Context: an optimization exercise on an open-source flow, tuned for small area, a short achievable clock period and few clock cycles. The choices shown serve that exercise and are no tape-out recipe.
The RTL was checked by simulation tests, not by an equivalence proof against the original design.

==> design/flow/design.v <==
`timescale 1ns/1ps
package calc_pkg;
	typedef logic signed [24-1:0] operand_t;
	typedef logic [24-1:0] magnitude_t;
	typedef logic [4-1:0] keyCode_t;
	typedef logic [4-1:0] digitCount_t;
	typedef enum logic [1:0] {
		IDLE,
		FORWARD,  
		ACKED
	} entryState_t;
	typedef enum logic [2:0] {
		WAIT,
		REDUCE,
		PUSH,
		FLUSH,  
		EMIT,
		DONE
	} evalState_t;
endpackage
`timescale 1ns/1ps
module div10Step (
	input  logic [3:0] rin,
	input  logic       b,
	output logic       q,
	output logic [3:0] rout
);
	logic [2:0] m;
	always_comb begin
		q = 1'b1;
		m = 3'bxxx;
		case (rin)
			4'd0: begin q = 1'b0; m = 3'd0; end
			4'd1: begin q = 1'b0; m = 3'd1; end
			4'd2: begin q = 1'b0; m = 3'd2; end
			4'd3: begin q = 1'b0; m = 3'd3; end
			4'd4: begin q = 1'b0; m = 3'd4; end
			4'd5: m = 3'd0;
			4'd6: m = 3'd1;
			4'd7: m = 3'd2;
			4'd8: m = 3'd3;
			4'd9: m = 3'd4;
			default: ;
		endcase
	end
	assign rout = {m, b};
endmodule
module alignTest (
	input  logic [23:0] x,
	input  logic [23:0] b,
	output logic        fits1,
	output logic        fits4
);
	logic [23:0] smear;
	always_comb begin
		smear[23] = x[23];
		for (int i = 22; i >= 0; i--)
			smear[i] = smear[i+1] | x[i];
	end
	assign fits1 = ~b[23] & ~|(b[22:0] & ~smear[23:1]);
	assign fits4 = ~|b[23:20] & ~|(b[19:0] & ~smear[23:4]);
endmodule
module rippleAdd #(parameter int W = 24) (
	input  logic [W-1:0] a,
	input  logic [W-1:0] b,
	input  logic         ci,
	output logic [W-1:0] s,
	output logic         co
);
	logic [W:0] c;
	assign c[0] = ci;
	for (genvar i = 0; i < W; i++) begin : g_bit
		assign s[i] = a[i] ^ b[i] ^ c[i];
		assign c[i+1] = (a[i] & b[i]) | (c[i] & (a[i] ^ b[i]));
	end
	assign co = c[W];
endmodule
`timescale 1ns/1ps
module calculatorTop (
	input  logic        clk,
	input  logic        rst_n,
	input  logic        keyReq,
	input  logic [3:0]  keyCode,
	output logic        keyAck,
	output logic        resReq,
	input  logic        resAck,
	output logic        resSign,
	output logic [23:0] resMagnitude,
	output logic [3:0]  resDigits,
	output logic        resError
);
	localparam logic [3:0] S_IDLE  = 4'd0;
	localparam logic [3:0] S_MUL   = 4'd1;
	localparam logic [3:0] S_ALIGN = 4'd2;
	localparam logic [3:0] S_STEP  = 4'd3;
	localparam logic [3:0] S_APPLY = 4'd4;
	localparam logic [3:0] S_FABS  = 4'd5;
	localparam logic [3:0] S_FD1   = 4'd6;
	localparam logic [3:0] S_FD2   = 4'd7;
	localparam logic [3:0] S_FD3   = 4'd8;
	localparam logic [3:0] S_FOUT  = 4'd9;
	logic       kv;
	logic [3:0] K;
	logic       kdone;
	logic [23:0] E;  
	logic [23:0] S;  
	logic [23:0] A;  
	logic [23:0] B;  
	logic [23:0] X;  
	logic [3:0] st;
	logic       fresh;   
	logic [1:0] ph;      
	logic       lowNeg;  
	logic       sZero;   
	logic       errAcc;  
	logic [1:0] nk;      
	logic       nkDiv;   
	logic       first;   
	logic       bc;      
	logic       qneg;    
	logic       xNeg;    
	logic       dnb;     
	logic [4:0] cnt;
	logic [1:0] bs;      
	assign resMagnitude = S;
	logic [2:0]  dh;
	logic [1:0]  dlo;
	logic [22:0] e5;
	logic [23:0] eMul;
	logic [22:0] eA;
	logic        eCo;
	assign dh = K[3:1];
	assign dlo = dh[2] ? 2'b11 : dh[1:0];
	assign eA = {E[20:0], dlo};
	rippleAdd #(.W(23)) entryU (.a(eA), .b(E[22:0]), .ci(dh[2]), .s(e5), .co(eCo));
	assign eMul = {e5, K[0]};
	logic [11:0] eDiv;
	logic [3:0]  dt [13];
	logic [3:0]  bsRem;   
	logic        bsHalf;  
	assign dt[0] = bsHalf ? bsRem : 4'd0;
	for (genvar i = 0; i < 12; i++) begin : g_div10
		div10Step stepU (.rin(dt[i]), .b(E[23-i]), .q(eDiv[11-i]), .rout(dt[i+1]));
	end
	logic        pS, pSraw, pA, pX, invP;
	logic        qE, qB, qA, qA2, qC, invQ, cin;
	logic [23:0] qConst;
	logic [23:0] pOp, qOp;
	logic [23:0] aluA, aluB;
	logic [23:0] alu;
	logic        aluC;
	assign pOp = (({24{pS & ~sZero}} | {24{pSraw}}) & S) | ({24{pA}} & A) | ({24{pX}} & X);
	assign qOp = ({24{qE}} & E) | ({24{qB}} & B) | ({24{qA}} & A) | ({24{qA2}} & {A[22:0], 1'b0})
		| ({24{qC}} & qConst);
	assign aluA = pOp ^ {24{invP}};
	assign aluB = qOp ^ {24{invQ}};
	rippleAdd #(.W(24)) aluU (.a(aluA), .b(aluB), .ci(cin), .s(alu), .co(aluC));
	always_comb begin
		qConst = 24'd10000;
		if (st == S_FD2)
			qConst = resDigits[2] ? 24'd1000000 : 24'd100;
		else if (st == S_FD3)
			case (resDigits[2:1])
				2'b00: qConst = 24'd10;
				2'b01: qConst = 24'd1000;
				2'b10: qConst = 24'd100000;
				default: qConst = 24'd10000000;
			endcase
	end
	logic fits1, fits4;
	alignTest alignU (.x(X), .b(B), .fits1(fits1), .fits4(fits4));
	logic aligning;
	assign aligning = st == S_ALIGN && (fits4 || fits1);
	logic [2:0] bv;
	assign bv = {1'b0, B[1:0]} + {2'b0, bc};
	logic mulLast;
	assign mulLast = B[23:2] == 22'd0 && !(bv == 3'd3 || bv == 3'd4);
	logic nkLow;
	assign nkLow = nk != 2'd2;
	logic kDigit, kBack, kOp, kHigh, kEq, kMinus, kDivide;
	assign kDigit = K < 4'd10;
	assign kBack = K == 4'd14;
	assign kOp = !kDigit && !kBack;
	assign kHigh = K == 4'd13 || K == 4'd15;
	assign kEq = K == 4'd12;
	assign kMinus = K == 4'd11;
	assign kDivide = K == 4'd15;
	logic engFree;
	assign engFree = st == S_IDLE;
	logic opReady;
	assign opReady = kv && kOp && engFree && !(resReq && !kHigh && ph != 2'd2);
	logic execNegE;    
	logic execOp;      
	logic execBsAlu;   
	assign execNegE = opReady && ph == 2'd2 && E[23] && !dnb;
	assign execOp = opReady && !execNegE;
	assign execBsAlu = kv && kBack && !bsHalf && engFree && (bs == 2'd0 ? E[23] : bs == 2'd2);
	logic engHold;
	assign engHold = resReq && nkLow && st == S_APPLY;
	always_comb begin
		pS = 0; pSraw = 0; pA = 0; pX = 0; invP = 0;
		qE = 0; qB = 0; qA = 0; qA2 = 0; qC = 0; invQ = 0; cin = 0;
		if (execOp) begin
			if (ph == 2'd0) begin
				qE = 1;
				if (!kHigh) begin
					pS = 1;
					invQ = lowNeg;
					cin = lowNeg;
				end
			end else begin
				pA = 1;
				invP = A[23];
				cin = A[23];
			end
		end else if (execNegE || execBsAlu) begin
			qE = 1;
			invQ = 1;
			cin = 1;
		end
		case (st)
			S_MUL: begin
				pX = !first;
				pS = first && nkLow;
				case (bv)
					3'd1: qA = 1;
					3'd2: qA2 = 1;
					3'd3: qA = 1;
					default: ;
				endcase
				invQ = (bv == 3'd3) ^ (nkLow && lowNeg);
				cin = invQ;
			end
			S_ALIGN, S_STEP: begin
				pX = 1;
				qB = !aligning;
				invQ = !aligning && !xNeg;
				cin = invQ;
			end
			S_APPLY: begin
				qA = 1;
				pS = nkLow;
				invQ = qneg ^ (nkLow && lowNeg);
				cin = invQ;
			end
			S_FABS: begin
				pSraw = 1;
				invP = S[23];
				qC = !S[23];
				invQ = !S[23];
				cin = 1;
			end
			S_FD1, S_FD2, S_FD3: begin pSraw = 1; qC = 1; invQ = 1; cin = 1; end
			default: ;
		endcase
	end
	assign kdone = kv && (kDigit || (kBack && (bs == 2'd0 ? bsHalf : bs == 2'd2 && engFree)) || execOp);
	logic accept;
	assign accept = keyReq && !keyAck && (!kv || kdone);
	always_ff @(posedge clk or negedge rst_n) begin
		if (!rst_n) begin
			keyAck <= 1'b0;
			kv <= 1'b0;
		end else begin
			if (accept) begin
				keyAck <= 1'b1;
				kv <= 1'b1;
			end else begin
				if (!keyReq)
					keyAck <= 1'b0;
				if (kdone)
					kv <= 1'b0;
			end
		end
	end
	always_ff @(posedge clk) begin
		if (accept)
			K <= keyCode;
		bsRem <= dt[12];
	end
	always_ff @(posedge clk or negedge rst_n) begin
		if (!rst_n) begin
			fresh <= 1'b1;
			bs <= 2'd0;
			bsHalf <= 1'b0;
			dnb <= 1'b0;
		end else begin
			fresh <= 1'b0;
			if (execNegE)
				dnb <= 1'b1;
			else if (execOp)
				dnb <= 1'b0;
			if (kv && kBack) begin
				if (bsHalf || (bs == 2'd0 && !E[23]) || bs == 2'd1) begin
					bsHalf <= !bsHalf;
					if (bsHalf && bs == 2'd1)
						bs <= 2'd2;
				end else if (engFree)
					bs <= bs == 2'd0 ? 2'd1 : 2'd0;
			end
		end
	end
	always_ff @(posedge clk) begin
		if (fresh || execOp)
			E <= '0;
		else if (execNegE)
			E <= alu;
		else if (kv && kDigit)
			E <= eMul;
		else if (kv && kBack) begin
			if (bsHalf || (bs == 2'd0 && !E[23]) || bs == 2'd1)
				E <= {E[11:0], eDiv};
			else if (engFree)
				E <= alu;
		end
	end
	always_ff @(posedge clk or negedge rst_n) begin
		if (!rst_n) begin
			st <= S_IDLE;
			ph <= 2'd0;
			lowNeg <= 1'b0;
			sZero <= 1'b1;
			errAcc <= 1'b0;
			resReq <= 1'b0;
		end else begin
			if (resReq && resAck) begin
				resReq <= 1'b0;
				sZero <= 1'b1;
			end
			case (st)
				S_IDLE: begin
					if (execOp) begin
						if (ph == 2'd1)
							st <= S_MUL;
						else if (ph == 2'd2) begin
							if (E == 24'd0) begin
								errAcc <= 1'b1;
								st <= S_APPLY;
							end else
								st <= S_ALIGN;
						end else if (kHigh)
							ph <= kDivide ? 2'd2 : 2'd1;
						else begin
							sZero <= 1'b0;
							lowNeg <= kMinus;
							if (kEq)
								st <= S_FABS;
						end
					end
				end
				S_MUL: begin
					if (mulLast) begin
						if (nkLow) begin
							ph <= 2'd0;
							sZero <= 1'b0;
							lowNeg <= nk == 2'd1;
							st <= nk == 2'd3 ? S_FABS : S_IDLE;
						end else begin
							ph <= nkDiv ? 2'd2 : 2'd1;
							st <= S_IDLE;
						end
					end
				end
				S_ALIGN, S_STEP: begin
					if (aligning)
						st <= S_ALIGN;
					else if (cnt != 5'd0)
						st <= S_STEP;
					else if (nkLow || qneg)
						st <= S_APPLY;
					else begin
						ph <= nkDiv ? 2'd2 : 2'd1;
						st <= S_IDLE;
					end
				end
				S_APPLY: begin
					if (!engHold) begin
						if (nkLow) begin
							ph <= 2'd0;
							sZero <= 1'b0;
							lowNeg <= nk == 2'd1;
							st <= nk == 2'd3 ? S_FABS : S_IDLE;
						end else begin
							ph <= nkDiv ? 2'd2 : 2'd1;
							st <= S_IDLE;
						end
					end
				end
				S_FABS: begin
					lowNeg <= 1'b0;
					ph <= 2'd0;
					errAcc <= 1'b0;
					st <= S[23] ? S_FD1 : S_FD2;
				end
				S_FD1: st <= S_FD2;
				S_FD2: st <= S_FD3;
				S_FD3, S_FOUT: begin
					if (!resAck) begin
						resReq <= 1'b1;
						st <= S_IDLE;
					end else
						st <= S_FOUT;
				end
				default: st <= S_IDLE;
			endcase
		end
	end
	always_ff @(posedge clk) begin
		X <= alu;
		case (st)
			S_MUL: B <= {2'b00, B[23:2]};
			S_ALIGN, S_STEP: begin
				if (st == S_ALIGN && fits4)
					B <= {B[19:0], 4'd0};
				else if (st == S_ALIGN && fits1)
					B <= {B[22:0], 1'b0};
				else
					B <= {1'b0, B[23:1]};
			end
			default: B <= E;
		endcase
	end
	always_ff @(posedge clk) begin
		if (st == S_IDLE && execOp) begin
			nk <= kHigh ? 2'd2 : kEq ? 2'd3 : kMinus ? 2'd1 : 2'd0;
			nkDiv <= kDivide;
			first <= 1'b1;
			bc <= 1'b0;
			cnt <= 5'd0;
			xNeg <= 1'b0;
			qneg <= A[23] ^ dnb;
			if (ph == 2'd2)
				A <= '0;
			else if (ph == 2'd0) begin
				if (kHigh)
					A <= alu;
				else
					S <= alu;
			end
		end
		case (st)
			S_MUL: begin
				first <= 1'b0;
				bc <= bv[2] | (bv == 3'd3);
				A <= {A[21:0], 2'b00};
				if (mulLast) begin
					if (nkLow)
						S <= alu;
					else
						A <= alu;
				end
			end
			S_ALIGN, S_STEP: begin
				if (st == S_ALIGN && fits4)
					cnt <= cnt + 5'd4;
				else if (st == S_ALIGN && fits1)
					cnt <= cnt + 5'd1;
				else begin
					xNeg <= !aluC;
					A <= {A[22:0], aluC};
					cnt <= cnt - 5'd1;
				end
			end
			S_APPLY: begin
				if (!engHold) begin
					if (nkLow)
						S <= alu;
					else
						A <= alu;
				end
			end
			S_FABS: begin
				resSign <= S[23];
				resError <= errAcc;
				if (S[23])
					S <= alu;
				else
					resDigits <= {1'b0, aluC, 2'b00};
			end
			S_FD1: resDigits <= {1'b0, aluC, 2'b00};
			S_FD2: resDigits[1] <= aluC;
			S_FD3: resDigits <= {1'b0, resDigits[2:1], aluC} + 4'd1;
			default: ;
		endcase
	end
endmodule
==> design/flow/run.sh <==
#!/bin/bash
# synth_recipe.tcl (not shown) runs the flow's synth.tcl, then flattens the netlist and writes it again
# the make line also repeats each setting of config.mk as NAME=value (left out here)
make -C /OpenROAD-flow-scripts/flow DESIGN_CONFIG=/design/flow/config.mk WORK_HOME=/design/flow/orfs CLKGATE_MAP_FILE= SYNTH_SCRIPT=/design/flow/synth_recipe.tcl finish
==> design/flow/config.mk <==
export PLATFORM = sky130hd
export DESIGN_NAME = calculatorTop
export DESIGN_NICKNAME = calculatorTop
export VERILOG_FILES = /design/flow/design.v
export SDC_FILE = /design/flow/constraint.sdc
export NUM_CORES = 4
export LEC_CHECK = 0
export CAP_MARGIN = 20
export CORE_MARGIN = 2
export CORE_UTILIZATION = 40
export CTS_BUF_LIST = sky130_fd_sc_hd__clkbuf_8
export CTS_CLUSTER_SIZE = 30
export SLEW_MARGIN = 20
==> design/flow/constraint.sdc <==
create_clock -name core_clock -period 80.0 [get_ports {clk}]
set_input_delay 16.0000 -clock core_clock [delete_from_list [all_inputs] [get_ports {clk}]]
set_output_delay 16.0000 -clock core_clock [all_outputs]
set_load 0.01 [all_outputs]
==> impl_metrics.env, run 1 <==
export IMPL_outcome="no timing/DRC/antenna violations"
export IMPL_synth_top_family_by_area="compound AO/OA/AOI/OAI gates"
export IMPL_crit_type="flip-flop to output pin"
export IMPL_synth_ff_type="dfxtp_1"
export IMPL_fillers=3066
export IMPL_rsz0062_at_grt="false"
export IMPL_yosys_mux_area_fraction_pct=6.324
export IMPL_hold_viol=0
export IMPL_gp_congestion=0.9449
export IMPL_synthCells=1440
export IMPL_yosysWarnings=5
export IMPL_grt_usage_pct=27.77
export IMPL_place_ws_ns=62.49
export IMPL_tightestPinTransition_ns=1.139
export IMPL_postCtsHoldBufs=0
export IMPL_vias=12074
export IMPL_grt_pass1_vias=11296
export IMPL_dieArea_um2=32130
export IMPL_cp_max_fo=7
export IMPL_cp_start_kind="flip-flop"
export IMPL_diodes=0
export IMPL_mostFrequentLayoutCells="nor2_1, dfxtp_1, a21oi_1"
export IMPL_grt_ovfl_total=0
export IMPL_critPathBufInv=1
export IMPL_synth_distinct_cells=97
export IMPL_nNetsFinal=1473
export IMPL_hpwl_mm=31.59
export IMPL_grt_antenna_before_repair=1
export IMPL_dr_pass1_iters=7
export IMPL_die_h_um=179.3
export IMPL_worstPathArrival_ns=1.60
export IMPL_grt_pass1_wl_mm=68.15
export IMPL_fmax_mhz=56.81
export IMPL_clk_pin_slew_ns=0.10
export IMPL_cts_resized=0
export IMPL_ys_async_sr_fraction_pct=10.43
export IMPL_cts_setup_buffers=0
export IMPL_fin_hold_ws_ns=0.4733
export IMPL_maxCapViolations=0
export IMPL_final_common_cell="nor2_1"
export IMPL_drt_wl_total_mm=44.36
export IMPL_avgViaCountPerCell=6.671
export IMPL_syn_nets=1512
export IMPL_worstSkewPairLatency_ns=0.49
export IMPL_wl_per_cell_um=24.51
export IMPL_cts_tree="yes"
export IMPL_post_place_cells=1778
export IMPL_postSynthAreaPerCell_um2=8.532
export IMPL_ant_nets=0
export IMPL_post_route_min_period_ns=17.60
export IMPL_critPathCaptureType="output pin"
export IMPL_slew_viol_final=0
export IMPL_setup_viol=0
export IMPL_cts_inserted_buffers=17
export IMPL_htree_levels=4
export IMPL_synthAdderAreaFrac_pct=9.471
export IMPL_start_util_pct=40.37
export IMPL_multi_input_area_um2=8104
export IMPL_synth_xor_area_share_pct=4.410
export IMPL_drc=0
export IMPL_grt_start_max_net_pins=50
export IMPL_core_area_um2=30430
export IMPL_min_path_type="flip-flop to flip-flop"
export IMPL_path_cells="clkdlybuf4s50_1"
export IMPL_synth_compound_area_share_pct=29.53
export IMPL_placement_io_buffers=39
export IMPL_synth_simple_area_share_pct=15.63
export IMPL_num_io_pins=40
export IMPL_clock_sinks=163
export IMPL_setup_ws_ns=62.40
export IMPL_drive_gt1_share_pct=9.264
export IMPL_fin_setup_tns_ns=0
export IMPL_area_growth_pct=8.280
export IMPL_slowest_delay_ns=0.60
export IMPL_seq_area_frac_synth_pct=28.90
export IMPL_netlist_area_um2=12290
export IMPL_register_area_um2=3551
export IMPL_cp_top_family="buffers and inverters"
export IMPL_cts_root_buf="clkbuf_8"
export IMPL_synth_seq_cells=163
export IMPL_synth_edf_count=20
export IMPL_finalNonFillerCells=1810
export IMPL_clk_path_buf_depth=2
export IMPL_fin_skew_ns=0.01646
export IMPL_placementRows=64
export IMPL_relSlewSlack_pct=23.97
export IMPL_worstPathRequired_ns=64.00
export IMPL_drt_iter0_markers=1776
export IMPL_cpMaxStageDelayCell="clkdlybuf4s50_1"
export IMPL_dieWidth_um=179.3
export IMPL_fin_crit_sh_pct=22.00
-- kinds of logic (layout without fill, tap and decap cells) --
logic type               Yosys count  count (layout)
AND/OR/NAND/NOR                  402             402
flip-flops                       163             163
XOR/XNOR                          61              61
other                              1               1
adder cells (fa/ha/maj)           65              65
multiplexers                      73              73
AO/OA/AOI/OAI                    505             505
buffers and inverters            170             144
-- synth_stat cells (5+ instances only) --
library cell,number,area [um2]
o22a_1,10,87.58
dfxtp_1,126,2522
a31oi_1,10,62.56
o21ai_0,91,455.4
o22ai_1,5,31.28
nor3_1,28,140.1
buf_1,6,22.52
a221o_1,22,220.2
o31ai_1,8,60.06
nor2_1,146,548.0
inv_1,47,176.4
mux2i_1,36,360.4
nand2b_1,13,81.33
xor2_1,8,70.07
edfxtp_1,20,600.6
dfrtp_1,15,375.4
o221ai_1,18,157.7
a221oi_1,43,376.6
buf_2,7,35.03
or3_1,6,37.54
a21oi_1,106,530.5
a21boi_0,5,37.54
ha_1,17,212.7
or2_2,5,31.28
fa_1,47,940.9
nand3_1,22,110.1
a222oi_1,38,380.4
o211ai_1,10,75.07
a211oi_1,17,127.6
buf_6,6,67.56
nor4_1,20,125.1
xnor2_1,52,455.4
o21bai_1,8,60.06
a22oi_1,43,322.8
nand2_1,99,371.6
and2_1,7,43.79
o21ai_1,9,45.04
nand4_1,14,87.58
mux2_2,37,416.7
a21o_1,5,37.54
or4_1,6,45.04
clkbuf_1,99,371.6
nor2b_1,8,50.05
a22o_1,5,43.79
-- state kept, by name, summed over array words and instances, names as in the netlist, 4 cells and up --
register	flops
S	24
resDigits	4
B	24
E	24
K	4
bsRem	4
A	24
X	24
st	4
cnt	5
-- cell type report --
cell class / instances / share of cell area, %
Multi-Input combinational cell: 1107 / 60.92
Sequential cell: 163 / 26.69
Timing Repair Buffer: 62 / 4.232
Tap cell: 396 / 3.725
Clock buffer: 17 / 1.759
Inverter: 50 / 1.411
Clock inverter: 15 / 1.260
-- path summary, 6_finish.rpt --
kind                       slack (ns)  cells after the start    startpoint      endpoint
setup / recovery                62.40                      1  resDigits[1]  resDigits[1]
hold / removal                   0.47                      0        errAcc      resError
setup reg to reg                63.71                     42         st[1]         A[23]
hold reg to reg                  0.47                      0        errAcc      resError
max in group asynchronous       63.57                      1         rst_n        lowNeg
min in group asynchronous       15.94                      1         rst_n        errAcc
-- metrics by stage --
stage	cell area (um2)	util [%]
6_report	13300	43.72
5_1_grt	13300	43.72
4_1_cts	13300	43.72
3_5_place_dp	12900	42.40
3_3_place_gp	12890	42.37
2_1_floorplan	12290	-
-- per-layer routing --
layer	GRT usage, %	share of wire (%)	vias up
met5	0	0.029	-
met2	42.69	45	670
met4	12.60	4.9	2
li1	-	-	5399
met3	4.750	8.1	124
met1	38.04	42	5879
Testbench counts, summed over its fixed seeds: cycles 34,751.
==> run 2: changes to the inputs <==
--- a/design/flow/config.mk
+++ b/design/flow/config.mk
@@ -10,4 +10,2 @@
 export CORE_UTILIZATION = 40
-export CTS_BUF_LIST = sky130_fd_sc_hd__clkbuf_8
-export CTS_CLUSTER_SIZE = 30
 export SLEW_MARGIN = 20
==> impl_metrics.env, run 2 <==
export IMPL_fin_crit_sh_pct=21.93
export IMPL_ant_nets=0
export IMPL_cts_inserted_buffers=17
export IMPL_die_h_um=179.3
export IMPL_avgViaCountPerCell=6.693
export IMPL_cp_start_kind="flip-flop"
export IMPL_clk_path_buf_depth=2
export IMPL_cp_top_family="buffers and inverters"
export IMPL_maxCapViolations=0
export IMPL_tightestPinTransition_ns=1.104
export IMPL_dr_pass1_iters=9
export IMPL_netlist_area_leader_share_pct=20.53
export IMPL_cp_max_fo=7
export IMPL_post_place_cells=1778
export IMPL_core_area_um2=30430
export IMPL_start_util_pct=40.37
export IMPL_dieArea_um2=32130
export IMPL_mostFrequentLayoutCells="nor2_1, dfxtp_1, a21oi_1"
export IMPL_multi_input_area_um2=8104
export IMPL_nNetsFinal=1473
export IMPL_num_io_pins=40
export IMPL_synth_top_cell_by_area="dfxtp_1"
export IMPL_outcome="no timing/DRC/antenna violations"
export IMPL_drive_gt1_share_pct=9.264
export IMPL_wl_per_cell_um=24.50
export IMPL_drt_wl_total_mm=44.34
export IMPL_critPathCaptureType="output pin"
export IMPL_worstPathArrival_ns=1.54
export IMPL_fmax_mhz=57.00
export IMPL_finalNonFillerCells=1810
export IMPL_dieWidth_um=179.3
export IMPL_diodes=0
export IMPL_synth_most_common_cell="nor2_1"
export IMPL_synth_common_cells="nor2_1, dfxtp_1, a21oi_1"
export IMPL_cts_resized=0
export IMPL_crit_type="flip-flop to output pin"
export IMPL_grt_ovfl_total=0
export IMPL_seq_area_frac_synth_pct=28.90
export IMPL_cts_root_buf="clkbuf_16"
export IMPL_register_area_um2=3551
export IMPL_path_cells="clkdlybuf4s50_1"
export IMPL_htree_levels=4
export IMPL_critPathBufInv=1
export IMPL_vias=12115
export IMPL_fin_setup_tns_ns=0
export IMPL_synth_area_leaders="dfxtp_1, fa_1, edfxtp_1"
export IMPL_slowest_delay_ns=0.60
export IMPL_drc=0
export IMPL_worstSkewPairLatency_ns=0.45
export IMPL_grt_pass1_wl_mm=68.03
export IMPL_rsz0062_at_grt="false"
export IMPL_min_path_type="flip-flop to flip-flop"
export IMPL_grt_antenna_before_repair=0
export IMPL_setup_viol=0
export IMPL_clk_pin_slew_ns=0.07
export IMPL_syn_nets=1512
export IMPL_clock_sinks=163
export IMPL_slew_viol_final=0
export IMPL_synth_ff_type="dfxtp_1"
export IMPL_area_growth_pct=9.797
export IMPL_placementRows=64
export IMPL_gp_congestion=0.9449
export IMPL_drt_iter0_markers=1739
export IMPL_postSynthAreaPerCell_um2=8.532
export IMPL_final_common_cell="nor2_1"
export IMPL_relSlewSlack_pct=26.30
export IMPL_ys_async_sr_fraction_pct=10.43
export IMPL_grt_start_max_net_pins=50
export IMPL_cts_setup_buffers=0
export IMPL_placement_io_buffers=39
export IMPL_hp_start="errAcc"
export IMPL_synthCells=1440
export IMPL_hpwl_mm=31.59
export IMPL_cts_tree="yes"
export IMPL_post_route_min_period_ns=17.54
export IMPL_dpl_cell_area_um2=12900
export IMPL_critPathLaunch="resDigits[1]"
export IMPL_grt_usage_pct=27.74
export IMPL_synth_distinct_cells=97
export IMPL_fin_hold_ws_ns=0.4664
export IMPL_fin_skew_ns=0.01381
export IMPL_worstPathRequired_ns=64.00
export IMPL_synth_edf_count=20
export IMPL_cpMaxStageDelayCell="clkdlybuf4s50_1"
export IMPL_design_area_um2=13490
export IMPL_fin_util_pct=44.33
export IMPL_r2r_start="st[1]"
export IMPL_postCtsHoldBufs=0
export IMPL_hold_viol=0
export IMPL_grt_pass1_vias=11264
export IMPL_yosysWarnings=5
export IMPL_fillers=3032
export IMPL_netlist_area_um2=12290
export IMPL_synth_seq_cells=163
## run 2: layer usage
layer | track usage (%) | part of all wire (%) | vias up
li1 | - | - | 5409
met1 | 38.00 | 42 | 5950
met2 | 42.53 | 45 | 644
met3 | 4.771 | 8.1 | 112
met4 | 12.77 | 4.6 | 0
met5 | 0 | 0 | -
## run 2: per-stage QoR
step	worst slack, ns
after floorplan	63.19
after global placement	62.52
after detailed placement	62.49
after CTS	62.45
after global routing	62.40
final	62.46
## run 2: cells by family after synthesis
kind of cell    Yosys count  synth area share (%)
simple gates            402                 15.63
mux                      73                 6.325
flops                   163                 28.90
buf+inv                 170                 5.693
xor+xnor                 61                 4.410
fa+ha+maj                65                 9.471
compound gates          505                 29.53
other cells               1               0.03052
## run 2: final cells by class
type | count | share of cell area (%)
Clock buffer | 19 | 3.367
Multi-Input combinational cell | 1107 | 60.08
Timing Repair Buffer | 62 | 4.174
Sequential cell | 163 | 26.32
Clock inverter | 13 | 0.9925
Tap cell | 396 | 3.673
Inverter | 50 | 1.391
## run 2: final timing paths
check	endpoint	slack, ns	cells after the start
max	resDigits[1]	62.46	1
min	resError	0.47	0
max reg2reg	A[23]	63.72	42
min reg2reg	resError	0.47	0
max in group asynchronous	dnb	63.51	1
min in group asynchronous	errAcc	16.00	1
==> run 3: changes to the inputs <==
--- a/design/flow/design.v
+++ b/design/flow/design.v
@@ -47,32 +47,2 @@
 endmodule
-module alignTest (
-	input  logic [23:0] x,
-	input  logic [23:0] b,
-	output logic        fits1,
-	output logic        fits4
-);
-	logic [23:0] smear;
-	always_comb begin
-		smear[23] = x[23];
-		for (int i = 22; i >= 0; i--)
-			smear[i] = smear[i+1] | x[i];
-	end
-	assign fits1 = ~b[23] & ~|(b[22:0] & ~smear[23:1]);
-	assign fits4 = ~|b[23:20] & ~|(b[19:0] & ~smear[23:4]);
-endmodule
-module rippleAdd #(parameter int W = 24) (
-	input  logic [W-1:0] a,
-	input  logic [W-1:0] b,
-	input  logic         ci,
-	output logic [W-1:0] s,
-	output logic         co
-);
-	logic [W:0] c;
-	assign c[0] = ci;
-	for (genvar i = 0; i < W; i++) begin : g_bit
-		assign s[i] = a[i] ^ b[i] ^ c[i];
-		assign c[i+1] = (a[i] & b[i]) | (c[i] & (a[i] ^ b[i]));
-	end
-	assign co = c[W];
-endmodule
 `timescale 1ns/1ps
@@ -130,3 +100,2 @@
 	logic [22:0] eA;
-	logic        eCo;
 	assign dh = K[3:1];
@@ -134,3 +103,8 @@
 	assign eA = {E[20:0], dlo};
-	rippleAdd #(.W(23)) entryU (.a(eA), .b(E[22:0]), .ci(dh[2]), .s(e5), .co(eCo));
+	logic [23:0] eCy;
+	assign eCy[0] = dh[2];
+	for (genvar i = 0; i < 23; i++) begin : g_entry
+		assign e5[i] = eA[i] ^ E[i] ^ eCy[i];
+		assign eCy[i+1] = (eA[i] & E[i]) | (eCy[i] & (eA[i] ^ E[i]));
+	end
 	assign eMul = {e5, K[0]};
@@ -144,4 +118,4 @@
 	end
-	logic        pS, pSraw, pA, pX, invP;
-	logic        qE, qB, qA, qA2, qC, invQ, cin;
+	logic        pS, pSraw, pX;
+	logic        qE, qB, qA, qA2, qC, qS, invQ, cin;
 	logic [23:0] qConst;
@@ -151,8 +125,14 @@
 	logic        aluC;
-	assign pOp = (({24{pS & ~sZero}} | {24{pSraw}}) & S) | ({24{pA}} & A) | ({24{pX}} & X);
+	assign pOp = (({24{pS & ~sZero}} | {24{pSraw}}) & S) | ({24{pX}} & X);
 	assign qOp = ({24{qE}} & E) | ({24{qB}} & B) | ({24{qA}} & A) | ({24{qA2}} & {A[22:0], 1'b0})
-		| ({24{qC}} & qConst);
-	assign aluA = pOp ^ {24{invP}};
+		| ({24{qC}} & qConst) | ({24{qS}} & S);
+	assign aluA = pOp;
 	assign aluB = qOp ^ {24{invQ}};
-	rippleAdd #(.W(24)) aluU (.a(aluA), .b(aluB), .ci(cin), .s(alu), .co(aluC));
+	logic [24:0] aluCy;
+	assign aluCy[0] = cin;
+	for (genvar i = 0; i < 24; i++) begin : g_alu
+		assign alu[i] = aluA[i] ^ aluB[i] ^ aluCy[i];
+		assign aluCy[i+1] = (aluA[i] & aluB[i]) | (aluCy[i] & (aluA[i] ^ aluB[i]));
+	end
+	assign aluC = aluCy[24];
 	always_comb begin
@@ -170,3 +150,10 @@
 	logic fits1, fits4;
-	alignTest alignU (.x(X), .b(B), .fits1(fits1), .fits4(fits4));
+	logic [23:0] smear;
+	always_comb begin
+		smear[23] = X[23];
+		for (int i = 22; i >= 0; i--)
+			smear[i] = smear[i+1] | X[i];
+	end
+	assign fits1 = ~B[23] & ~|(B[22:0] & ~smear[23:1]);
+	assign fits4 = ~|B[23:20] & ~|(B[19:0] & ~smear[23:4]);
 	logic aligning;
@@ -200,4 +187,4 @@
 	always_comb begin
-		pS = 0; pSraw = 0; pA = 0; pX = 0; invP = 0;
-		qE = 0; qB = 0; qA = 0; qA2 = 0; qC = 0; invQ = 0; cin = 0;
+		pS = 0; pSraw = 0; pX = 0;
+		qE = 0; qB = 0; qA = 0; qA2 = 0; qC = 0; qS = 0; invQ = 0; cin = 0;
 		if (execOp) begin
@@ -211,4 +198,4 @@
 			end else begin
-				pA = 1;
-				invP = A[23];
+				qA = 1;
+				invQ = A[23];
 				cin = A[23];
@@ -246,6 +233,6 @@
 			S_FABS: begin
-				pSraw = 1;
-				invP = S[23];
+				pSraw = !S[23];
+				qS = S[23];
 				qC = !S[23];
-				invQ = !S[23];
+				invQ = 1;
 				cin = 1;
==> design/flow/flow/run.sh (new file) <==
#!/bin/bash
# The standard layout, with the port buffers made of plain buffers
# instead of the delay cells the resizer picks by default.
set -euo pipefail
export BUFFER_PORTS_ARGS="-buffer_cell sky130_fd_sc_hd__buf_2"
bash standard.sh > standard.log 2>&1
==> design/flow/standard.sh (new file) <==
#!/bin/bash
# synth_recipe.tcl (not shown) runs the flow's synth.tcl, then flattens the netlist and writes it again
# the make line also repeats each setting of config.mk as NAME=value (left out here)
make -C /OpenROAD-flow-scripts/flow DESIGN_CONFIG=/design/flow/config.mk WORK_HOME=/design/flow/orfs CLKGATE_MAP_FILE= SYNTH_SCRIPT=/design/flow/synth_recipe.tcl "${@:-finish}"
--- a/design/flow/config.mk
+++ b/design/flow/config.mk
@@ -10,2 +10,5 @@
 export CORE_UTILIZATION = 40
+export CTS_BUF_LIST = sky130_fd_sc_hd__clkbuf_8
+export CTS_CLUSTER_SIZE = 30
 export SLEW_MARGIN = 20
+export SYNTH_HIERARCHICAL = 1
removed: design/flow/run.sh
==> impl_metrics.env, run 3 <==
export IMPL_fin_setup_tns_ns=0
export IMPL_setup_ws_ns=62.79
export IMPL_outcome="no timing/DRC/antenna violations"
export IMPL_diodes=0
export IMPL_drc=0
export IMPL_cp_max_fo=7
export IMPL_hp_start="errAcc"
export IMPL_grt_pass1_vias=10367
export IMPL_cts_resized=0
export IMPL_ys_async_sr_fraction_pct=10.43
export IMPL_hold_viol=0
export IMPL_clk_pin_slew_ns=0.11
export IMPL_mostFrequentLayoutCells="dfxtp_1, nor2_1, nand2_1"
export IMPL_synth_edf_count=20
export IMPL_cp_top_family="flip-flops"
export IMPL_synth_ff_type="dfxtp_1"
export IMPL_cts_inserted_buffers=17
export IMPL_drt_wl_total_mm=41.35
export IMPL_maxCapViolations=0
export IMPL_grt_start_max_net_pins=54
export IMPL_htree_levels=4
export IMPL_critPathCaptureType="output pin"
export IMPL_rsz0062_at_grt="false"
export IMPL_whs_path_depth=0
export IMPL_fin_crit_sh_pct=21.51
export IMPL_fin_skew_ns=0.03390
export IMPL_placement_io_buffers=39
export IMPL_slowest_delay_ns=0.52
export IMPL_synth_common_cells="dfxtp_1, nor2_1, nand2_1"
export IMPL_min_path_type="flip-flop to flip-flop"
export IMPL_crit_type="flip-flop to output pin"
export IMPL_vias=10869
export IMPL_core_area_um2=28550
export IMPL_postSynthAreaPerCell_um2=8.661
export IMPL_ant_nets=0
export IMPL_die_h_um=173.8
export IMPL_worstPathRequired_ns=64.00
export IMPL_drt_iter0_markers=1390
export IMPL_start_util_pct=40.41
export IMPL_design_area_um2=12380
export IMPL_worstSkewPairLatency_ns=0.50
export IMPL_critPathBufInv=1
export IMPL_synthCells=1332
export IMPL_dr_pass1_iters=6
export IMPL_synth_distinct_cells=75
export IMPL_hpwl_mm=28.61
export IMPL_min_to="resError"
export IMPL_grt_antenna_before_repair=1
export IMPL_num_io_pins=40
export IMPL_r2r_slack_ns=64.54
export IMPL_post_place_cells=1675
export IMPL_finalNonFillerCells=1707
export IMPL_synth_compound_area_share_pct=27.07
export IMPL_relSlewSlack_pct=18.19
export IMPL_postCtsHoldBufs=0
export IMPL_clock_sinks=163
export IMPL_seq_area_frac_synth_pct=30.78
export IMPL_synthAdderAreaFrac_pct=9.826
export IMPL_worst_r2r_path_depth=39
export IMPL_worstPathArrival_ns=1.21
export IMPL_tightestPinTransition_ns=1.222
export IMPL_wl_per_cell_um=24.22
export IMPL_rr_endpoint="A[23]"
export IMPL_r2r_start="st[1]"
export IMPL_setup_viol=0
export IMPL_area_growth_pct=7.299
export IMPL_grt_usage_pct=27.22
export IMPL_cts_setup_buffers=0
export IMPL_nNetsFinal=1381
export IMPL_gp_congestion=0.9267
export IMPL_syn_nets=1403
export IMPL_dieArea_um2=30220
export IMPL_slew_viol_final=0
export IMPL_post_route_min_period_ns=17.21
export IMPL_cts_tree="yes"
export IMPL_netlist_area_leader_share_pct=21.87
export IMPL_yosysWarnings=10
export IMPL_grt_ovfl_total=0
export IMPL_clk_path_buf_depth=2
export IMPL_avgViaCountPerCell=6.367
export IMPL_yosys_mux_area_fraction_pct=6.247
export IMPL_grt_pass1_wl_mm=63.49
export IMPL_dieWidth_um=173.8
export IMPL_fmax_mhz=58.12
export IMPL_path_cells="buf_2"
export IMPL_crit_cells=1
export IMPL_place_ws_ns=62.90
export IMPL_synth_xor_area_share_pct=2.581
export IMPL_cp_start_kind="flip-flop"
export IMPL_fillers=2885
export IMPL_drive_gt1_share_pct=12.70
export IMPL_cts_root_buf="clkbuf_8"
export IMPL_synth_seq_cells=163
export IMPL_synth_area_leaders="dfxtp_1, fa_1, edfxtp_1"
export IMPL_dpl_cell_area_um2=11960
export IMPL_synth_simple_area_share_pct=17.03
export IMPL_netlist_area_um2=11540
export IMPL_synth_top_family_by_area="compound AO/OA/AOI/OAI gates"
export IMPL_cpMaxStageDelayCell="edfxtp_1"
export IMPL_synth_top_cell_by_area="dfxtp_1"
export IMPL_placementRows=62
run 3: modules after synthesis (local to each module, per instance):
module	cells inside	area (um2)
div10Step	12	77.57
calculatorTop	1188	10610
run 3: final cells by class:
type	count	area (um2)	share of cell area, %
Timing Repair Buffer	69	420.4	3.396
Clock buffer	17	234.0	1.890
Clock inverter	15	186.4	1.506
Tap cell	384	480.5	3.882
Multi-Input combinational cell	1003	7291	58.90
Sequential cell	163	3551	28.69
Inverter	56	215.2	1.739
run 3: how the worst max path moves through the flow:
stage,startpoint,endpoint,slack [ns]
after floorplan,keyReq,K[0],63.19
after global placement,keyReq,K[0],62.93
after detailed placement,keyReq,K[0],62.90
after CTS,resDigits[2],resDigits[2],62.78
after global routing,resDigits[2],resDigits[2],62.75
final,resDigits[2],resDigits[2],62.79
run 3: metal layers:
| layer | up-vias | share of wire [%] | wire length, um | track usage (%) |
|---|---|---|---|---|
| li1 | 4909 | - | - | - |
| met1 | 5269 | 42 | 17510 | 36.69 |
| met2 | 587 | 44 | 18360 | 41.87 |
| met3 | 104 | 9.9 | 4093 | 6.952 |
| met4 | 0 | 3.3 | 1385 | 10.50 |
| met5 | - | 0 | 0 | 0 |
run 3: per-stage QoR:
| step | hold WS, ns | utilization [%] |
|---|---|---|
| 2_1_floorplan | 0.4254 | - |
| 3_3_place_gp | 0.4578 | 41.89 |
| 3_5_place_dp | 0.4556 | 41.89 |
| 4_1_cts | 0.4920 | 43.36 |
| 5_1_grt | 0.5072 | 43.36 |
| 6_report | 0.4848 | 43.36 |
run 3: logic make-up after synthesis:
family                   count (synthesis)
AO/OA/AOI/OAI                          450
buffers and inverters                  166
adder cells (fa/ha/maj)                 63
flip-flops                             163
multiplexers                            69
AND/OR/NAND/NOR                        386
other                                    1
XOR/XNOR                                34
Testbench counts of run 3, summed over its fixed seeds: cycles 34,751.
==> run 4: changes to the inputs <==
--- a/design/flow/config.mk
+++ b/design/flow/config.mk
@@ -11,3 +11,3 @@
 export CTS_BUF_LIST = sky130_fd_sc_hd__clkbuf_8
-export CTS_CLUSTER_SIZE = 30
+export CTS_CLUSTER_SIZE = 12
 export SLEW_MARGIN = 20
==> impl_metrics.env, run 4 <==
export IMPL_clk_pin_slew_ns=0.11
export IMPL_vias=10869
export IMPL_finalNonFillerCells=1707
export IMPL_grt_pass1_vias=10367
export IMPL_synth_seq_cells=163
export IMPL_fin_crit_sh_pct=21.51
export IMPL_avgViaCountPerCell=6.367
export IMPL_num_io_pins=40
export IMPL_register_area_um2=3551
export IMPL_grt_ovfl_total=0
export IMPL_min_path_type="flip-flop to flip-flop"
export IMPL_nNetsFinal=1381
export IMPL_die_h_um=173.8
export IMPL_relSlewSlack_pct=18.19
export IMPL_hpwl_mm=28.61
export IMPL_drt_iter0_markers=1390
export IMPL_multi_input_area_um2=7291
export IMPL_netlist_area_um2=11540
export IMPL_synth_distinct_cells=75
export IMPL_start_util_pct=40.41
export IMPL_worstPathArrival_ns=1.21
export IMPL_area_growth_pct=7.299
export IMPL_syn_nets=1403
export IMPL_slowest_delay_ns=0.52
export IMPL_post_route_min_period_ns=17.21
export IMPL_core_area_um2=28550
export IMPL_seq_area_frac_synth_pct=30.78
export IMPL_cts_resized=0
export IMPL_cp_start_kind="flip-flop"
export IMPL_dieWidth_um=173.8
export IMPL_cts_tree="yes"
export IMPL_path_cells="buf_2"
export IMPL_slew_viol_final=0
export IMPL_synth_area_leaders="dfxtp_1, fa_1, edfxtp_1"
export IMPL_synthCells=1332
export IMPL_ys_async_sr_fraction_pct=10.43
export IMPL_grt_antenna_before_repair=1
export IMPL_rsz0062_at_grt="false"
export IMPL_fillers=2885
export IMPL_mostFrequentLayoutCells="dfxtp_1, nor2_1, nand2_1"
export IMPL_dr_pass1_iters=6
export IMPL_post_place_cells=1675
export IMPL_placement_io_buffers=39
export IMPL_synth_common_cells="dfxtp_1, nor2_1, nand2_1"
export IMPL_cp_max_fo=7
export IMPL_hold_viol=0
export IMPL_outcome="no timing/DRC/antenna violations"
export IMPL_setup_ws_ns=62.79
export IMPL_synth_ff_type="dfxtp_1"
export IMPL_crit_type="flip-flop to output pin"
export IMPL_clk_path_buf_depth=2
export IMPL_fin_setup_tns_ns=0
export IMPL_ant_nets=0
export IMPL_drc=0
export IMPL_grt_pass1_wl_mm=63.49
export IMPL_synth_top_cell_by_area="dfxtp_1"
export IMPL_fin_skew_ns=0.03390
export IMPL_cts_root_buf="clkbuf_8"
export IMPL_fmax_mhz=58.12
export IMPL_htree_levels=4
export IMPL_placementRows=62
export IMPL_tightestPinTransition_ns=1.222
export IMPL_critPathCaptureType="output pin"
export IMPL_clock_sinks=163
export IMPL_drt_wl_total_mm=41.35
export IMPL_dieArea_um2=30220
export IMPL_critPathBufInv=1
export IMPL_gp_congestion=0.9267
export IMPL_grt_usage_pct=27.22
export IMPL_place_ws_ns=62.90
export IMPL_netlist_area_leader_share_pct=21.87
export IMPL_setup_viol=0
export IMPL_cpMaxStageDelayCell="edfxtp_1"
export IMPL_grt_start_max_net_pins=54
export IMPL_maxCapViolations=0
export IMPL_postCtsHoldBufs=0
export IMPL_diodes=0
export IMPL_cp_top_family="flip-flops"
export IMPL_cts_setup_buffers=0
export IMPL_postSynthAreaPerCell_um2=8.661
export IMPL_worstPathRequired_ns=64.00
export IMPL_drive_gt1_share_pct=12.70
export IMPL_yosysWarnings=10
export IMPL_wl_per_cell_um=24.22
export IMPL_synth_edf_count=20
export IMPL_fin_util_pct=43.36
export IMPL_worstSkewPairLatency_ns=0.50
export IMPL_cts_inserted_buffers=17
run 4: cell counts after synthesis:
Identical to the previous run, type by type.
run 4: kinds of logic (layout without fill, tap and decap cells):
family                     after synthesis  in the layout  synth area share (%)
DFF                                    163            163                 30.78
AOI/OAI and AO/OA                      450            450                 27.07
xor gates and xnor gates                34             34                 2.581
other                                    1              1               0.03251
buffers and inverters                  166            157                 6.432
adders and majority gates               63             63                 9.826
muxes                                   69             69                 6.247
and+or+nand+nor                        386            386                 17.03
run 4: layout make-up:
| type | count | area share (%) |
|---|---|---|
| tap | 384 | 3.882 |
| clock inverter | 15 | 1.506 |
| clock buffer | 17 | 1.890 |
| sequential | 163 | 28.69 |
| inverter | 56 | 1.739 |
| multi-input combinational | 1003 | 58.90 |
| timing repair buffer | 69 | 3.396 |
run 4: routing by layer:
metal / track usage [%] / wire (um) / vias up
li1: - / - / 4909
met1: 36.69 / 17510 / 5269
met2: 41.87 / 18360 / 587
met3: 6.952 / 4093 / 104
met4: 10.50 / 1385 / 0
met5: 0 / 0 / -
run 4: path summary, 6_finish.rpt:
path / from / to / slack (ns) / depth (start not counted)
worst min register to register: errAcc / resError / 0.48 / 0
min in group asynchronous: rst_n / errAcc / 15.43 / 1
worst min-delay path: errAcc / resError / 0.48 / 0
worst max-delay path: resDigits[2] / resDigits[2] / 62.79 / 1
worst max register to register: st[1] / A[23] / 64.54 / 39
max in group asynchronous: rst_n / fresh / 64.22 / 1
run 4: per-module statistics from Yosys, one instance, submodules excluded:
module / flops+latches / cells inside
calculatorTop: 163 / 1188
div10Step: 0 / 12
run 4: through the flow:
step | instance area, um2 | hold slack [ns]
floorplan | 11540 | 0.4254
global placement | 11960 | 0.4578
detailed placement | 11960 | 0.4556
CTS | 12380 | 0.4920
global route | 12380 | 0.5072
finish | 12380 | 0.4848
run 4: worst register-to-register path: cells and delay by family, from the launching register on:
kind	cells	cell delay [ns]
DFF	1	0.86
AOI/OAI and AO/OA	6	1.00
buffers and inverters	3	0.61
muxes	1	0.36
adders and majority gates	23	10.33
and+or+nand+nor	6	2.25
==> run 5: changes to the inputs <==
--- a/design/flow/config.mk
+++ b/design/flow/config.mk
@@ -10,4 +10,4 @@
 export CORE_UTILIZATION = 40
-export CTS_BUF_LIST = sky130_fd_sc_hd__clkbuf_8
-export CTS_CLUSTER_SIZE = 12
+export CTS_BUF_LIST = sky130_fd_sc_hd__clkbuf_8 sky130_fd_sc_hd__clkbuf_16
+export CTS_CLUSTER_SIZE = 30
 export SLEW_MARGIN = 20
==> impl_metrics.env, run 5 <==
export IMPL_slowest_delay_ns=0.51
export IMPL_crit_cells=1
export IMPL_drive_gt1_share_pct=12.70
export IMPL_cts_inserted_buffers=17
export IMPL_cts_setup_buffers=0
export IMPL_fmax_mhz=58.32
export IMPL_min_path_type="flip-flop to flip-flop"
export IMPL_critPathBufInv=1
export IMPL_critPathLaunch="resDigits[2]"
export IMPL_fillers=2875
export IMPL_ys_async_sr_fraction_pct=10.43
export IMPL_fin_setup_tns_ns=0
export IMPL_hold_viol=0
export IMPL_wl_per_cell_um=24.32
export IMPL_dieWidth_um=173.8
export IMPL_mostFrequentLayoutCells="dfxtp_1, nor2_1, nand2_1"
export IMPL_hp_start="errAcc"
export IMPL_start_util_pct=40.41
export IMPL_min_to="resError"
export IMPL_setup_viol=0
export IMPL_worst_r2r_path_depth=39
export IMPL_yosysWarnings=10
export IMPL_grt_usage_pct=27.26
export IMPL_multi_input_area_um2=7291
export IMPL_postSynthAreaPerCell_um2=8.661
export IMPL_fin_util_pct=44.03
export IMPL_syn_nets=1403
export IMPL_hpwl_mm=28.61
export IMPL_worstPathArrival_ns=1.15
export IMPL_cpMaxStageDelayCell="edfxtp_1"
export IMPL_worstPathRequired_ns=64.00
export IMPL_r2r_slack_ns=64.54
export IMPL_grt_antenna_before_repair=0
export IMPL_gp_congestion=0.9267
export IMPL_synthCells=1332
export IMPL_drt_iter0_markers=1422
export IMPL_synth_ff_type="dfxtp_1"
export IMPL_rr_endpoint="A[23]"
export IMPL_clk_pin_slew_ns=0.08
export IMPL_fin_hold_ws_ns=0.4754
export IMPL_cp_start_kind="flip-flop"
export IMPL_grt_pass1_vias=10366
export IMPL_dieArea_um2=30220
export IMPL_grt_ovfl_total=0
export IMPL_cts_tree="yes"
export IMPL_ant_nets=0
export IMPL_path_cells="buf_2"
export IMPL_cp_top_family="flip-flops"
export IMPL_maxCapViolations=0
export IMPL_vias=10956
export IMPL_area_growth_pct=8.959
export IMPL_drc=0
export IMPL_clk_path_buf_depth=2
export IMPL_dr_pass1_iters=6
export IMPL_cts_resized=0
export IMPL_r2r_start="st[1]"
export IMPL_synth_common_cells="dfxtp_1, nor2_1, nand2_1"
export IMPL_grt_pass1_wl_mm=63.62
export IMPL_fin_skew_ns=0.02199
export IMPL_die_h_um=173.8
export IMPL_whs_path_depth=0
export IMPL_crit_type="flip-flop to output pin"
export IMPL_num_io_pins=40
export IMPL_register_area_um2=3551
export IMPL_postCtsHoldBufs=0
export IMPL_relSlewSlack_pct=23.54
export IMPL_placementRows=62
export IMPL_grt_start_max_net_pins=54
export IMPL_synth_top_cell_by_area="dfxtp_1"
export IMPL_outcome="no timing/DRC/antenna violations"
export IMPL_synth_area_leaders="dfxtp_1, fa_1, edfxtp_1"
export IMPL_htree_levels=4
export IMPL_clock_sinks=163
export IMPL_diodes=0
export IMPL_avgViaCountPerCell=6.418
export IMPL_drt_wl_total_mm=41.52
export IMPL_setup_ws_ns=62.85
export IMPL_synth_edf_count=20
export IMPL_worstSkewPairLatency_ns=0.45
export IMPL_cp_max_fo=7
export IMPL_cts_root_buf="clkbuf_16"
export IMPL_tightestPinTransition_ns=1.142
export IMPL_synth_distinct_cells=75
export IMPL_critPathCaptureType="output pin"
export IMPL_fin_crit_sh_pct=21.43
export IMPL_post_route_min_period_ns=17.15
export IMPL_seq_area_frac_synth_pct=30.78
export IMPL_core_area_um2=28550
export IMPL_place_ws_ns=62.90
export IMPL_netlist_area_um2=11540
export IMPL_synth_seq_cells=163
export IMPL_rsz0062_at_grt="false"
export IMPL_placement_io_buffers=39
export IMPL_netlist_area_leader_share_pct=21.87
export IMPL_slew_viol_final=0
export IMPL_nNetsFinal=1381
[run 5: logic make-up after synthesis]
kind of cell             count (synthesis)  share of synthesized area (%)
XOR/XNOR                                34                          2.581
AND/OR/NAND/NOR                        386                          17.03
adder cells (fa/ha/maj)                 63                          9.826
AO/OA/AOI/OAI                          450                          27.07
multiplexers                            69                          6.247
flip-flops                             163                          30.78
buffers and inverters                  166                          6.432
other                                    1                        0.03251
[run 5: cell type report]
type,count,share of cell area (%)
clock buffers,17,3.384
clock inverters,15,1.483
inverters,56,1.712
multi-input cells,1003,58.00
flip-flops and latches,163,28.25
well taps,384,3.822
repair buffers,69,3.345
[run 5: per-module statistics from Yosys, one instance, submodules excluded]
module	times used	cells	area [um2]	flops+latches
div10Step	12	12	77.57	0
calculatorTop	1	1188	10610	163
[run 5: worst max path at each step]
stage | to | slack (ns)
finish | resDigits[2] | 62.85
global route | resDigits[2] | 62.82
CTS | resDigits[2] | 62.85
detailed placement | K[0] | 62.90
global placement | K[0] | 62.93
floorplan | K[0] | 63.19
[run 5: layer usage]
| layer | up-vias | share of wire, % | global-route usage, % |
|---|---|---|---|
| met1 | 5310 | 42 | 37.01 |
| met2 | 627 | 44 | 42.36 |
| met3 | 110 | 9.9 | 6.404 |
| met5 | - | 0 | 0 |
| li1 | 4909 | - | - |
| met4 | 0 | 3.3 | 9.839 |
[run 5: per-stage QoR]
step	area [um2]	instances
6_report	12570	1707
5_1_grt	12570	1707
4_1_cts	12570	1707
3_5_place_dp	11960	1675
3_3_place_gp	11960	1675
2_1_floorplan	11540	1332
==> run 6: changes to the inputs <==
--- a/design/flow/config.mk
+++ b/design/flow/config.mk
@@ -9,5 +9,6 @@
 export CORE_MARGIN = 2
-export CORE_UTILIZATION = 40
-export CTS_BUF_LIST = sky130_fd_sc_hd__clkbuf_8 sky130_fd_sc_hd__clkbuf_16
+export CORE_UTILIZATION = 65
+export CTS_BUF_LIST = sky130_fd_sc_hd__clkbuf_8
 export CTS_CLUSTER_SIZE = 30
+export PLACE_DENSITY = 0.75
 export SLEW_MARGIN = 20
==> impl_metrics.env, run 6 <==
export IMPL_ys_async_sr_fraction_pct=10.43
export IMPL_seq_area_frac_synth_pct=30.78
export IMPL_grt_util_met3_pct=12.07
export IMPL_worst_r2r_path_depth=39
export IMPL_crit_type="flip-flop to output pin"
export IMPL_r2r_start="st[1]"
export IMPL_post_route_min_period_ns=17.20
export IMPL_wl_per_cell_um=25.66
export IMPL_grt_usage_pct=42.75
export IMPL_critPathCaptureType="output pin"
export IMPL_drive_gt1_share_pct=12.44
export IMPL_dr_pass1_iters=6
export IMPL_min_path_type="flip-flop to flip-flop"
export IMPL_path_cells="buf_2"
export IMPL_synth_distinct_cells=75
export IMPL_worstSkewPairLatency_ns=0.48
export IMPL_rsz0062_at_grt="false"
export IMPL_cpMaxStageDelayCell="edfxtp_1"
export IMPL_hpwl_mm=28.03
export IMPL_postCtsHoldBufs=0
export IMPL_synthCells=1332
export IMPL_worstPathArrival_ns=1.20
export IMPL_cts_setup_buffers=0
export IMPL_mostFrequentLayoutCells="dfxtp_1, nor2_1, nand2_1"
export IMPL_synth_common_cells="dfxtp_1, nor2_1, nand2_1"
export IMPL_grt_antenna_before_repair=1
export IMPL_dieWidth_um=137.2
export IMPL_yosys_mux_area_fraction_pct=6.247
export IMPL_grt_pass1_vias=10309
export IMPL_cp_top_family="flip-flops"
export IMPL_yosysWarnings=10
export IMPL_diodes=0
export IMPL_synth_edf_count=20
export IMPL_nNetsFinal=1376
export IMPL_maxCapViolations=0
export IMPL_fin_skew_ns=0.01116
export IMPL_synth_ff_type="dfxtp_1"
export IMPL_met2_usage_pct=60.25
export IMPL_cts_resized=0
export IMPL_hold_viol=0
export IMPL_fmax_mhz=58.15
export IMPL_grt_start_max_net_pins=55
export IMPL_area_growth_pct=4.859
export IMPL_relSlewSlack_pct=18.25
export IMPL_grt_busiest_layer="met2"
export IMPL_drc=0
export IMPL_vias=11230
export IMPL_slowest_delay_ns=0.52
export IMPL_syn_nets=1403
export IMPL_finalNonFillerCells=1543
export IMPL_r2r_slack_ns=63.86
export IMPL_outcome="no timing/DRC/antenna violations"
export IMPL_rr_endpoint="A[0]"
export IMPL_setup_viol=0
export IMPL_hp_start="errAcc"
export IMPL_cts_tree="yes"
export IMPL_tightestPinTransition_ns=1.225
export IMPL_cts_inserted_buffers=17
export IMPL_die_h_um=137.2
export IMPL_cts_root_buf="clkbuf_8"
export IMPL_synth_compound_area_share_pct=27.07
export IMPL_placementRows=48
export IMPL_final_common_cell="dfxtp_1"
export IMPL_synth_seq_cells=163
export IMPL_post_place_cells=1511
export IMPL_cp_max_fo=7
export IMPL_synth_area_leaders="dfxtp_1, fa_1, edfxtp_1"
export IMPL_grt_ovfl_total=0
export IMPL_grt_pass1_wl_mm=60.67
export IMPL_clk_pin_slew_ns=0.10
export IMPL_whs_path_depth=0
export IMPL_postSynthAreaPerCell_um2=8.661
export IMPL_synth_top_family_by_area="compound AO/OA/AOI/OAI gates"
export IMPL_synth_xor_area_share_pct=2.581
export IMPL_avgViaCountPerCell=7.278
export IMPL_synthAdderAreaFrac_pct=9.826
export IMPL_drt_iter0_markers=1730
export IMPL_netlist_area_um2=11540
export IMPL_synth_simple_area_share_pct=17.03
export IMPL_fin_setup_tns_ns=0
export IMPL_dpl_cell_area_um2=11720
export IMPL_clk_path_buf_depth=2
export IMPL_htree_levels=4
export IMPL_clock_sinks=163
export IMPL_dieArea_um2=18830
export IMPL_globalRouteMet1Util_pct=59.22
export IMPL_min_to="resError"
export IMPL_gp_congestion=0.9945
export IMPL_design_area_um2=12100
export IMPL_placement_io_buffers=39
export IMPL_drt_wl_total_mm=39.59
export IMPL_fin_crit_sh_pct=21.50
export IMPL_synth_top_cell_by_area="dfxtp_1"
export IMPL_netlist_area_leader_share_pct=21.87
export IMPL_worstPathRequired_ns=64.00
export IMPL_core_area_um2=17300
export IMPL_critPathBufInv=1
export IMPL_slew_viol_final=0
export IMPL_num_io_pins=40
export IMPL_start_util_pct=66.70
export IMPL_cp_start_kind="flip-flop"
export IMPL_ant_nets=0
## run 6: cell counts after synthesis
Identical to the previous run, type by type.
## run 6: layout make-up
cell class,instances,area (um2)
multi-input combinational,1003,7301
fill,1437,5200
sequential,163,3551
timing repair buffer,64,382.9
tap,225,281.5
clock buffer,18,247.7
inverter,56,215.2
clock inverter,14,117.6
## run 6: metal layers
metal / vias to the layer above / wire (um)
li1: 4900 / -
met5: - / 0
met1: 5315 / 15910
met3: 174 / 4977
met4: 0 / 2368
met2: 841 / 16340
## run 6: per-stage QoR
step	util (%)	hold slack, ns	setup slack [ns]
final	69.94	0.4795	62.80
after global routing	69.94	0.4943	62.76
after CTS	69.89	0.4826	62.81
after detailed placement	67.78	0.4525	62.97
after global placement	67.78	0.4431	63.02
after floorplan	-	0.4254	63.19
## run 6: worst max-delay path by stage
stage                       from           end  slack, ns  cells after the start
floorplan                 keyReq          K[0]      63.19                      2
global placement          keyReq          K[3]      63.02                      3
detailed placement        keyReq          K[0]      62.97                      3
CTS                 resDigits[2]  resDigits[2]      62.81                      1
global route        resDigits[1]  resDigits[1]      62.76                      1
finish              resDigits[2]  resDigits[2]      62.80                      1
## run 6: cells by family (layout without fill, tap and decap cells)
family	after synthesis	count (layout)
xor gates and xnor gates	34	34
other	1	1
buffers and inverters	166	152
AOI/OAI and AO/OA	450	450
and+or+nand+nor	386	386
adders and majority gates	63	63
muxes	69	69
DFF	163	163
## run 6: Yosys stat by module (local to each module, per instance)
module	cells	area, um2	flip-flops and latches	copies in the design
div10Step	12	77.57	0	12
calculatorTop	1188	10610	163	1
==> run 7: changes to the inputs <==
==> design/flow/run.sh (new file) <==
#!/bin/bash
# synth_recipe.tcl (not shown) runs the flow's synth.tcl, then flattens the netlist and writes it again
# the make line also repeats each setting of config.mk as NAME=value (left out here)
make -C /OpenROAD-flow-scripts/flow DESIGN_CONFIG=/design/flow/config.mk WORK_HOME=/design/flow/orfs CLKGATE_MAP_FILE= SYNTH_SCRIPT=/design/flow/synth_recipe.tcl finish
--- a/design/flow/config.mk
+++ b/design/flow/config.mk
@@ -9,6 +9,5 @@
 export CORE_MARGIN = 2
-export CORE_UTILIZATION = 65
+export CORE_UTILIZATION = 40
 export CTS_BUF_LIST = sky130_fd_sc_hd__clkbuf_8
 export CTS_CLUSTER_SIZE = 30
-export PLACE_DENSITY = 0.75
 export SLEW_MARGIN = 20
removed: design/flow/flow/run.sh
removed: design/flow/standard.sh
==> impl_metrics.env, run 7 <==
export IMPL_cpMaxStageDelayCell="clkdlybuf4s50_1"
export IMPL_synth_common_cells="dfxtp_1, nor2_1, nand2_1"
export IMPL_rsz0062_at_grt="false"
export IMPL_die_h_um=173.8
export IMPL_r2r_slack_ns=64.38
export IMPL_slew_viol_final=0
export IMPL_fillers=2927
export IMPL_critPathCaptureType="output pin"
export IMPL_gp_congestion=0.9809
export IMPL_setup_viol=0
export IMPL_drc=0
export IMPL_cp_top_family="buffers and inverters"
export IMPL_worstSkewPairLatency_ns=0.49
export IMPL_fin_crit_sh_pct=21.98
export IMPL_tightestPinTransition_ns=1.093
export IMPL_critPathBufInv=1
export IMPL_ant_nets=0
export IMPL_nNetsFinal=1382
export IMPL_clk_path_buf_depth=2
export IMPL_hpwl_mm=29.12
export IMPL_netlist_area_um2=11540
export IMPL_mostFrequentLayoutCells="dfxtp_1, nor2_1, nand2_1"
export IMPL_avgViaCountPerCell=6.462
export IMPL_drt_wl_total_mm=42.47
export IMPL_cts_tree="yes"
export IMPL_drive_gt1_share_pct=9.751
export IMPL_path_cells="clkdlybuf4s50_1"
export IMPL_drt_iter0_markers=1680
export IMPL_synth_seq_cells=163
export IMPL_register_area_um2=3551
export IMPL_fin_skew_ns=0.02212
export IMPL_cts_inserted_buffers=17
export IMPL_dr_pass1_iters=7
export IMPL_crit_cells=1
export IMPL_fin_setup_tns_ns=0
export IMPL_clock_sinks=163
export IMPL_synth_edf_count=20
export IMPL_dieArea_um2=30220
export IMPL_htree_levels=4
export IMPL_maxCapViolations=0
export IMPL_worstPathRequired_ns=64.00
export IMPL_cp_start_kind="flip-flop"
export IMPL_grt_usage_pct=27.66
export IMPL_synth_top_cell_by_area="dfxtp_1"
export IMPL_post_route_min_period_ns=17.58
export IMPL_grt_start_max_net_pins=54
export IMPL_start_util_pct=40.41
export IMPL_dieWidth_um=173.8
export IMPL_slowest_delay_ns=0.59
export IMPL_r2r_start="st[1]"
export IMPL_postCtsHoldBufs=0
export IMPL_outcome="no timing/DRC/antenna violations"
export IMPL_grt_ovfl_total=0
export IMPL_grt_pass1_vias=10341
export IMPL_placement_io_buffers=39
export IMPL_syn_nets=1403
export IMPL_ys_async_sr_fraction_pct=10.43
export IMPL_synth_ff_type="dfxtp_1"
export IMPL_worst_r2r_path_depth=39
export IMPL_cts_root_buf="clkbuf_8"
export IMPL_core_area_um2=28550
export IMPL_postSynthAreaPerCell_um2=8.661
export IMPL_synthCells=1332
export IMPL_seq_area_frac_synth_pct=30.78
export IMPL_grt_pass1_wl_mm=64.28
export IMPL_crit_type="flip-flop to output pin"
export IMPL_min_path_type="flip-flop to flip-flop"
export IMPL_fmax_mhz=56.87
## run 7: cell count changes in the layout (fill, tap and decap cells not counted), sizes merged
cell           previous run  this run
clkbuf                   18        17
buf                      64        31
diode                     0         1
clkinvlp                  1         2
clkdlybuf4s50             0        39
inv                      65        64
## run 7: worst max path at each step
| stage | start | end | slack (ns) |
|---|---|---|---|
| after CTS | resDigits[1] | resDigits[1] | 62.40 |
| after detailed placement | keyReq | K[0] | 62.53 |
| after floorplan | keyReq | K[0] | 63.19 |
| after global routing | resDigits[1] | resDigits[1] | 62.35 |
| final | resDigits[2] | resDigits[2] | 62.42 |
| after global placement | keyReq | K[0] | 62.53 |
## run 7: through the flow
step	setup WS (ns)	hold slack [ns]	instance area [um2]	utilization [%]	instances
2_1_floorplan	63.19	0.4254	11540	-	1332
3_3_place_gp	62.53	0.4573	12150	42.57	1675
3_5_place_dp	62.53	0.4412	12150	42.57	1675
4_1_cts	62.40	0.4872	12510	43.83	1706
5_1_grt	62.35	0.5102	12520	43.87	1707
6_report	62.42	0.4877	12530	43.88	1708
## run 7: per-module statistics from Yosys, one instance, submodules excluded
| module | area, um2 | copies in the design | cells inside | flops+latches |
|---|---|---|---|---|
| calculatorTop | 10610 | 1 | 1188 | 163 |
| div10Step | 77.57 | 12 | 12 | 0 |
## run 7: cell families (layout without fill, tap and decap cells)
kind of cell / Yosys count / after routing / share of synthesized area (%)
flip-flops: 163 / 163 / 30.78
XOR/XNOR: 34 / 34 / 2.581
adder cells (fa/ha/maj): 63 / 63 / 9.826
other: 1 / 2 / 0.03251
AO/OA/AOI/OAI: 450 / 450 / 27.07
multiplexers: 69 / 69 / 6.247
AND/OR/NAND/NOR: 386 / 386 / 17.03
buffers and inverters: 166 / 157 / 6.432
## run 7: area by class of cell
class,instances,area share [%]
multi-input combinational,1003,58.24
sequential,163,28.35
timing repair buffer,70,4.975
tap,384,3.836
clock buffer,17,1.868
inverter,56,1.718
clock inverter,14,0.9989
antenna,1,0.01998
## run 7: routing by layer
layer  wire, um  global-route usage (%)  vias up  part of all wire, %
li1           -                       -     4913                    -
met1      17270                   36.85     5296                   41
met2      18610                   41.24      684                   44
met3       4830                   8.355      140                   11
met4       1733                   12.54        4                  4.1
met5         28                       0        -                0.066

-- re-timing with driven ports --
In the flow no input, the clock included, has a driving cell. The finished layouts below were timed again as built, in two steps. Step 1, drivers: a clkbuf_16 drives clk and a buf_2 each remaining input, both assumed. Step 2 also shifts input and output timing later by t, the mid clock arrival at the registers, as if the neighbouring blocks saw the same clock. Three values: no drivers, after step 1, after step 2; two values: the first two.
run | t (ns) | setup WS [ns] | latest minus earliest clock arrival (ns) | slew at the worst register clock pin (ns) | cell pins on the clock port's net
run 1 | 0.530 | 62.398 / 62.352 / 62.525 | 0.017 / 0.016 | 0.11 / 0.11 | 1
run 2 | 0.492 | 62.455 / 62.404 / 62.531 | 0.014 / 0.014 | 0.08 / 0.08 | 1
run 3 | 0.531 | 62.795 / 62.745 / 62.939 | 0.034 / 0.034 | 0.12 / 0.12 | 1
run 4 | 0.531 | 62.795 / 62.745 / 62.939 | 0.034 / 0.034 | 0.12 / 0.12 | 1
run 5 | 0.487 | 62.854 / 62.801 / 62.927 | 0.022 / 0.022 | 0.09 / 0.09 | 1
run 6 | 0.524 | 62.802 / 62.756 / 62.969 | 0.011 / 0.011 | 0.10 / 0.10 | 1
run 7 | 0.524 | 62.416 / 62.369 / 62.565 | 0.023 / 0.023 | 0.11 / 0.11 | 1
After both steps setup and hold are still met in every run listed.
